This is an optimization exercise on Yosys and OpenROAD, whose aim is a short achievable clock period and few clock cycles per item, not a production implementation. Only simulation tests tie the RTL to the original design; equivalence was not proved.

==> flow/design.v <==
package rv_pkg;
    typedef logic [32-1:0] word_t;
    typedef logic [$clog2(32)-1:0] reg_addr_t;
    typedef enum logic [2:0] {
        ALU_ADD = 3'd0,
        ALU_SUB = 3'd1,
        ALU_AND = 3'd2,
        ALU_OR  = 3'd3,
        ALU_SLT = 3'd5
    } alu_op_e;
    typedef enum logic [1:0] {
        RES_ALU = 2'd0,
        RES_MEM = 2'd1,
        RES_PC4 = 2'd2
    } result_src_e;
    typedef enum logic [1:0] {
        IMM_I = 2'd0,
        IMM_S = 2'd1,
        IMM_B = 2'd2,
        IMM_J = 2'd3
    } imm_src_e;
    typedef enum logic [1:0] {
        FWD_REG = 2'd0,
        FWD_WB  = 2'd1,
        FWD_MEM = 2'd2
    } fwd_sel_e;
endpackage
`timescale 1ns/1ps
module rv_add #(
    parameter int W = 32
) (
    input  logic [W-1:0] a,
    input  logic [W-1:0] b,
    input  logic         cin,
    output logic [W-1:0] s
);
    localparam int LV = $clog2(W);
    logic [W-1:0] g [LV+1];
    logic [W-1:0] p [LV+1];
    logic [W-1:0] x;
    assign x = a ^ b;
    always_comb begin
        g[0] = a & b;
        p[0] = x;
        g[0][0] = (a[0] & b[0]) | (x[0] & cin);
        for (int l = 0; l < LV; l++) begin
            for (int i = 0; i < W; i++) begin
                if (i >= (1 << l)) begin
                    g[l+1][i] = g[l][i] | (p[l][i] & g[l][i-(1<<l)]);
                    p[l+1][i] = p[l][i] & p[l][i-(1<<l)];
                end else begin
                    g[l+1][i] = g[l][i];
                    p[l+1][i] = p[l][i];
                end
            end
        end
        s[0] = x[0] ^ cin;
        for (int i = 1; i < W; i++) begin
            s[i] = x[i] ^ g[LV][i-1];
        end
    end
endmodule
`timescale 1ns/1ps
module rv_core (
    input  logic              clk,
    input  logic              rst,
    output rv_pkg::word_t     imem_addr,
    input  rv_pkg::word_t     imem_data,
    output logic              wb_valid,
    output rv_pkg::reg_addr_t wb_rd,
    output rv_pkg::word_t     wb_data
);
    localparam int AW = $clog2(64);
    localparam int NB = 4;       
    logic [31:0] regs [1:31];
    logic [31:0] dmem [64];
    logic [31:0] pc_f;
    logic        v_d;
    logic        pred_d;         
    logic        hit1_d, hit2_d;  
    logic        byp1_d, byp2_d;  
    logic [31:0] ir_d, pc_d, pc4_d, rv1_d, rv2_d;
    logic [NB-1:0] bt_v;
    logic [29:0]   bt_tag [NB];
    logic [31:0]   bt_tgt [NB];
    logic [$clog2(NB)-1:0] bt_ptr;
    logic        v_e;
    logic        wen_e;          
    logic        st_e, br_e;
    logic        sub_e;          
    logic        s_and_e, s_or_e, s_slt_e, s_ld_e, s_sum_e;
    logic        fwd_a_e, fwd_b_e, fwd_s_e;
    logic [31:0] op_a_e, op_b_e, st_d_e, tgt_e;
    logic [AW-1:0] ea_e;
    logic [4:0]  rd_e;
    logic [6:0]  opc;
    logic [2:0]  f3;
    logic [4:0]  rs1, rs2, rd;
    logic        is_r, is_i, is_ld, is_st, is_br, is_jal;
    logic        wen_d;
    assign opc = ir_d[6:0];
    assign f3  = ir_d[14:12];
    assign rs1 = ir_d[19:15];
    assign rs2 = ir_d[24:20];
    assign rd  = ir_d[11:7];
    assign is_r   = (opc == 7'b0110011);
    assign is_i   = (opc == 7'b0010011);
    assign is_ld  = (opc == 7'b0000011);
    assign is_st  = (opc == 7'b0100011);
    assign is_br  = (opc == 7'b1100011);
    assign is_jal = (opc == 7'b1101111);
    assign wen_d  = (is_r | is_i | is_ld | is_jal) && rd != 5'd0;
    logic [4:0]  rs1_f, rs2_f;
    logic [31:0] rf1_f, rf2_f;
    logic        hit1_f, hit2_f, byp1_f, byp2_f;
    assign rs1_f = imem_data[19:15];
    assign rs2_f = imem_data[24:20];
    always_comb begin
        if (rs1_f == 5'd0)                    rf1_f = '0;
        else if (wb_valid && wb_rd == rs1_f)  rf1_f = wb_data;
        else                                  rf1_f = regs[rs1_f];
        if (rs2_f == 5'd0)                    rf2_f = '0;
        else if (wb_valid && wb_rd == rs2_f)  rf2_f = wb_data;
        else                                  rf2_f = regs[rs2_f];
        hit1_f = v_d && wen_d && rd == rs1_f;
        hit2_f = v_d && wen_d && rd == rs2_f;
        byp1_f = v_e && wen_e && rd_e == rs1_f;
        byp2_f = v_e && wen_e && rd_e == rs2_f;
    end
    logic        bt_hit;
    logic [31:0] bt_npc;
    logic [31:0] pc4_f;
    assign pc4_f[31:2] = pc_f[31:2] + 30'd1;
    assign pc4_f[1:0] = pc_f[1:0];
    always_comb begin
        bt_hit = 1'b0;
        bt_npc = '0;
        for (int i = 0; i < NB; i++) begin
            if (bt_v[i] && bt_tag[i] == pc_f[31:2]) begin
                bt_hit = 1'b1;
                bt_npc = bt_npc | bt_tgt[i];
            end
        end
    end
    logic [31:0] imm_i, imm_s, imm_b, imm_j;
    logic [31:0] val1, val2;
    logic        sub_d, s_and_d, s_or_d, s_slt_d, s_sum_d;
    logic [31:0] op_a_d, op_b_d;
    logic [7:0]  ea_d;
    logic [31:0] btgt_d, jtgt_d, tgt_d;
    logic        eq_d;
    logic        br_late_d;      
    logic        jmp_d;          
    logic        bad_pred_d;     
    logic        redir_d, stall_d, redir_e;
    assign imm_i = {{20{ir_d[31]}}, ir_d[31:20]};
    assign imm_s = {{20{ir_d[31]}}, ir_d[31:25], ir_d[11:7]};
    assign imm_b = {{20{ir_d[31]}}, ir_d[7], ir_d[30:25], ir_d[11:8], 1'b0};
    assign imm_j = {{12{ir_d[31]}}, ir_d[19:12], ir_d[20], ir_d[30:21], 1'b0};
    assign btgt_d = pc_d + imm_b;
    assign jtgt_d = pc_d + imm_j;
    assign ea_d   = val1[7:0] + (is_st ? imm_s[7:0] : imm_i[7:0]);
    always_comb begin
        val1    = byp1_d ? wb_data : rv1_d;
        val2    = byp2_d ? wb_data : rv2_d;
        eq_d    = (rv1_d == rv2_d);
        s_slt_d = (is_r | is_i) && f3 == 3'b010;
        s_or_d  = (is_r | is_i) && f3 == 3'b110;
        s_and_d = (is_r | is_i) && f3 == 3'b111;
        sub_d   = s_slt_d | (is_r && f3 == 3'b000 && ir_d[30]);
        s_sum_d = ~(s_slt_d | s_or_d | s_and_d | is_ld);
        op_a_d  = is_jal ? pc_d : val1;
        if (is_i | is_ld)  op_b_d = imm_i;
        else if (is_st)    op_b_d = imm_s;
        else if (is_jal)   op_b_d = 32'd4;
        else               op_b_d = val2;
        jmp_d   = is_jal | (is_br & rs1 == rs2);
        br_late_d  = is_br & (hit1_d | hit2_d | byp1_d | byp2_d) & ~jmp_d;
        bad_pred_d = pred_d & ~jmp_d;
        redir_d = v_d & ((jmp_d & ~pred_d) | bad_pred_d
                         | (is_br & ~hit1_d & ~hit2_d & ~byp1_d & ~byp2_d & eq_d));
        tgt_d   = bad_pred_d ? pc4_d : is_jal ? jtgt_d : btgt_d;
    end
    assign stall_d = v_d & (is_ld | is_st) & hit1_d;
    logic [31:0] a, bx, sum, res, ld_data, st_data;
    logic        slt, eq_e;
    logic [32:0] sum33;      
    assign sum33 = {a[31], a} + {bx[31], bx} + {32'd0, sub_e};
    assign sum   = sum33[31:0];
    always_comb begin
        a       = fwd_a_e ? wb_data : op_a_e;
        bx      = fwd_b_e ? (wb_data ^ {32{sub_e}}) : op_b_e;
        slt     = sum33[32];
        if (fwd_a_e)       eq_e = (wb_data == op_b_e);
        else if (fwd_b_e)  eq_e = (op_a_e == wb_data);
        else               eq_e = (op_a_e == op_b_e);
        ld_data = dmem[ea_e];
        st_data = fwd_s_e ? wb_data : st_d_e;
        res     = ({32{s_and_e}} & (a & bx))
                | ({32{s_or_e}}  & (a | bx))
                | ({32{s_slt_e}} & {31'd0, slt})
                | ({32{s_ld_e}}  & ld_data)
                | ({32{s_sum_e}} & sum);
    end
    assign redir_e = v_e & br_e & eq_e;
    logic [31:0] npc, npc_seq;
    always_comb begin
        if (stall_d)       npc_seq = pc_f;
        else if (bt_hit)   npc_seq = bt_npc;
        else               npc_seq = pc4_f;
        if (redir_e)       npc = tgt_e;
        else if (redir_d)  npc = tgt_d;
        else               npc = npc_seq;
    end
    assign imem_addr = pc_f;
    logic bt_ins;
    assign bt_ins = v_d && jmp_d && !pred_d;
    always_ff @(posedge clk or posedge rst) begin
        if (rst) begin
            pc_f     <= '0;
            v_d      <= 1'b0;
            pred_d   <= 1'b0;
            bt_v     <= '0;
            bt_ptr   <= '0;
            v_e      <= 1'b0;
            wb_valid <= 1'b0;
        end else begin
            pc_f     <= npc;
            v_d      <= ~(redir_e | redir_d) & (v_d | ~stall_d);
            if (!stall_d) begin
                pred_d <= bt_hit;
            end
            if (bt_ins) begin
                bt_v[bt_ptr] <= 1'b1;
                bt_ptr       <= bt_ptr + 1'b1;
            end
            v_e      <= v_d & ~redir_e & ~stall_d;
            wb_valid <= v_e & wen_e;
        end
    end
    always_ff @(posedge clk) begin
        if (stall_d) begin
            rv1_d  <= val1;
            rv2_d  <= val2;
            hit1_d <= 1'b0;
            hit2_d <= 1'b0;
            byp1_d <= hit1_d;
            byp2_d <= hit2_d;
        end else begin
            ir_d   <= imem_data;
            pc_d   <= pc_f;
            pc4_d  <= pc4_f;
            rv1_d  <= rf1_f;
            rv2_d  <= rf2_f;
            hit1_d <= hit1_f;
            hit2_d <= hit2_f;
            byp1_d <= byp1_f;
            byp2_d <= byp2_f;
        end
    end
    always_ff @(posedge clk) begin
        if (bt_ins) begin
            bt_tag[bt_ptr] <= pc_d[31:2];
            bt_tgt[bt_ptr] <= tgt_d;
        end
    end
    always_ff @(posedge clk) begin
        wen_e   <= wen_d;
        st_e    <= is_st;
        br_e    <= br_late_d;
        sub_e   <= sub_d;
        s_and_e <= s_and_d;
        s_or_e  <= s_or_d;
        s_slt_e <= s_slt_d;
        s_ld_e  <= is_ld;
        s_sum_e <= s_sum_d;
        fwd_a_e <= hit1_d & ~is_jal;
        fwd_b_e <= hit2_d & (is_r | is_br);
        fwd_s_e <= hit2_d;
        op_a_e  <= op_a_d;
        op_b_e  <= sub_d ? ~op_b_d : op_b_d;
        st_d_e  <= val2;
        ea_e    <= ea_d[AW+1:2];
        tgt_e   <= btgt_d;
        rd_e    <= rd;
    end
    always_ff @(posedge clk) begin
        wb_rd   <= rd_e;
        wb_data <= res;
    end
    always_ff @(posedge clk) begin
        if (v_e && st_e) begin
            dmem[ea_e] <= st_data;
        end
    end
    always_ff @(posedge clk or posedge rst) begin
        if (rst) begin
            for (int i = 1; i < 32; i++) begin
                regs[i] <= '0;
            end
        end else if (wb_valid) begin
            regs[wb_rd] <= wb_data;
        end
    end
endmodule
==> flow/config.mk <==
export PLATFORM = sky130hd
export DESIGN_NAME = rv_core
export DESIGN_NICKNAME = rv_core
export VERILOG_FILES = /design/flow/design.v
export SDC_FILE = /design/flow/constraint.sdc
export NUM_CORES = 4
export LEC_CHECK = 0
export ABC_CLOCK_PERIOD_IN_PS = 3000
export CAP_MARGIN = 20
export CELL_PAD_IN_SITES_DETAIL_PLACEMENT = 1
export CELL_PAD_IN_SITES_GLOBAL_PLACEMENT = 2
export CORE_MARGIN = 2
export CORE_UTILIZATION = 35
export SETUP_SLACK_MARGIN = 5
export SLEW_MARGIN = 20
==> flow/constraint.sdc <==
create_clock -name core_clock -period 8.0 [get_ports {clk}]
set_input_delay 1.6000 -clock core_clock [delete_from_list [all_inputs] [get_ports {clk}]]
set_output_delay 1.6000 -clock core_clock [all_outputs]
set_load 0.01 [all_outputs]
run.sh (not shown) runs the stock make flow with config.mk's settings and CLKGATE_MAP_FILE= SYNTH_SCRIPT=/design/flow/synth_recipe.tcl, a recipe that flattens the netlist after the stock synthesis.
Testbench counts at the start, summed over its fixed seeds: cycles 41,973, instrs 38,009.
Edit:
--- a/flow/design.v
+++ b/flow/design.v
@@ -79,10 +79,11 @@
     logic        pred_d;         
     logic        hit1_d, hit2_d;  
     logic        byp1_d, byp2_d;  
     logic [31:0] ir_d, pc_d, pc4_d, rv1_d, rv2_d;
     logic [NB-1:0] bt_v;
+    logic [NB-1:0] bt_k;         
     logic [29:0]   bt_tag [NB];
     logic [31:0]   bt_tgt [NB];
     logic [$clog2(NB)-1:0] bt_ptr;
     logic        v_e;
     logic        wen_e;          
@@ -126,20 +127,23 @@
         hit2_f = v_d && wen_d && rd == rs2_f;
         byp1_f = v_e && wen_e && rd_e == rs1_f;
         byp2_f = v_e && wen_e && rd_e == rs2_f;
     end
     logic        bt_hit;
+    logic        bt_hitj;        
     logic [31:0] bt_npc;
     logic [31:0] pc4_f;
     assign pc4_f[31:2] = pc_f[31:2] + 30'd1;
     assign pc4_f[1:0] = pc_f[1:0];
     always_comb begin
         bt_hit = 1'b0;
+        bt_hitj = 1'b0;
         bt_npc = '0;
         for (int i = 0; i < NB; i++) begin
             if (bt_v[i] && bt_tag[i] == pc_f[31:2]) begin
                 bt_hit = 1'b1;
+                bt_hitj = bt_hitj | ~bt_k[i];
                 bt_npc = bt_npc | bt_tgt[i];
             end
         end
     end
     logic [31:0] imm_i, imm_s, imm_b, imm_j;
@@ -175,15 +179,20 @@
         else if (is_jal)   op_b_d = 32'd4;
         else               op_b_d = val2;
         jmp_d   = is_jal | (is_br & rs1 == rs2);
         br_late_d  = is_br & (hit1_d | hit2_d | byp1_d | byp2_d) & ~jmp_d;
         bad_pred_d = pred_d & ~jmp_d;
-        redir_d = v_d & ((jmp_d & ~pred_d) | bad_pred_d
-                         | (is_br & ~hit1_d & ~hit2_d & ~byp1_d & ~byp2_d & eq_d));
+        redir_d = v_d & (jq_d | (bq_d & eq_d));
         tgt_d   = bad_pred_d ? pc4_d : is_jal ? jtgt_d : btgt_d;
     end
-    assign stall_d = v_d & (is_ld | is_st) & hit1_d;
+    logic jmp_f;                 
+    logic jq_d;                  
+    logic bq_d;                  
+    assign jmp_f = (imem_data[6:0] == 7'b1101111)
+                 | (imem_data[6:0] == 7'b1100011 && rs1_f == rs2_f);
+    logic stall_q;               
+    assign stall_d = stall_q;
     logic [31:0] a, bx, sum, res, ld_data, st_data;
     logic        slt, eq_e;
     logic [32:0] sum33;      
     assign sum33 = {a[31], a} + {bx[31], bx} + {32'd0, sub_e};
     assign sum   = sum33[31:0];
@@ -211,26 +220,39 @@
         if (redir_e)       npc = tgt_e;
         else if (redir_d)  npc = tgt_d;
         else               npc = npc_seq;
     end
     assign imem_addr = pc_f;
-    logic bt_ins;
-    assign bt_ins = v_d && jmp_d && !pred_d;
+    logic        lt_v;
+    logic [31:0] lt_pc4;
+    logic [29:0] lt_tag;
+    logic bt_ins, bt_fold;
+    assign bt_fold = ((is_jal && rd == 5'd0) || is_br) && lt_v && lt_pc4 == pc_d;
+    assign bt_ins  = v_d && jmp_d && !pred_d;
     always_ff @(posedge clk or posedge rst) begin
         if (rst) begin
             pc_f     <= '0;
             v_d      <= 1'b0;
+            stall_q  <= 1'b0;
             pred_d   <= 1'b0;
             bt_v     <= '0;
+            lt_v     <= 1'b0;
             bt_ptr   <= '0;
             v_e      <= 1'b0;
             wb_valid <= 1'b0;
         end else begin
             pc_f     <= npc;
             v_d      <= ~(redir_e | redir_d) & (v_d | ~stall_d);
+            stall_q  <= ~(redir_e | redir_d) & ~stall_d & hit1_f
+                        & (imem_data[6:0] == 7'b0000011 || imem_data[6:0] == 7'b0100011);
             if (!stall_d) begin
-                pred_d <= bt_hit;
+                pred_d <= bt_hitj;
+            end
+            if (redir_e) begin
+                lt_v <= 1'b0;
+            end else if (v_d && !stall_d) begin
+                lt_v <= ~redir_d & ~jmp_d;
             end
             if (bt_ins) begin
                 bt_v[bt_ptr] <= 1'b1;
                 bt_ptr       <= bt_ptr + 1'b1;
             end
@@ -251,18 +273,26 @@
             pc_d   <= pc_f;
             pc4_d  <= pc4_f;
             rv1_d  <= rf1_f;
             rv2_d  <= rf2_f;
             hit1_d <= hit1_f;
+            jq_d   <= jmp_f ^ bt_hitj;
+            bq_d   <= (imem_data[6:0] == 7'b1100011) && rs1_f != rs2_f
+                      && !hit1_f && !hit2_f && !byp1_f && !byp2_f;
             hit2_d <= hit2_f;
             byp1_d <= byp1_f;
             byp2_d <= byp2_f;
         end
     end
     always_ff @(posedge clk) begin
+        if (v_d && !stall_d) begin
+            lt_pc4 <= pc4_d;
+            lt_tag <= pc_d[31:2];
+        end
         if (bt_ins) begin
-            bt_tag[bt_ptr] <= pc_d[31:2];
+            bt_k[bt_ptr]   <= bt_fold;
+            bt_tag[bt_ptr] <= bt_fold ? lt_tag : pc_d[31:2];
             bt_tgt[bt_ptr] <= tgt_d;
         end
     end
     always_ff @(posedge clk) begin
         wen_e   <= wen_d;
Setup slack is worse by 0.055 ns.
Flip-flop and latch count increases by 70.
Hold slack degrades by 0.031 ns.
Count of clock-buffer cells in the layout rises by 31.
Final cell count barely changes.
Core utilization fell by 1.1 points.
Routed wire length is higher by 1.3%.
Testbench counts after the change, summed over its fixed seeds: cycles 40,269, instrs 38,009.

[separate check: timing with driven ports]
In the flow no input, the clock included, has a driving cell. The finished layouts below were timed again as built, in two steps.
Step 1, drivers: a clkbuf_16 drives clk and a buf_2 each remaining input, both assumed.
Step 2 moves the port delays by t, midway between the first and last clock arrival at a register: inputs arrive t later, outputs are due t later. That takes back most of the time a late clock gives input paths.
a / b / c = no drivers / after step 1 / after step 2; a / b = the first two.
run	t, ns	setup slack, ns	hold slack, ns
the first run	1.107	4.432 / 4.432 / 3.527	0.386 / 0.386 / 0.386
the second run	1.116	4.377 / 4.297 / 3.377	0.356 / 0.356 / 0.356
After both steps every run listed still meets setup and hold. For the second run, which loses most, drivers alone change the setup slack by -0.080 ns; drivers and shift together by -1.000 ns.
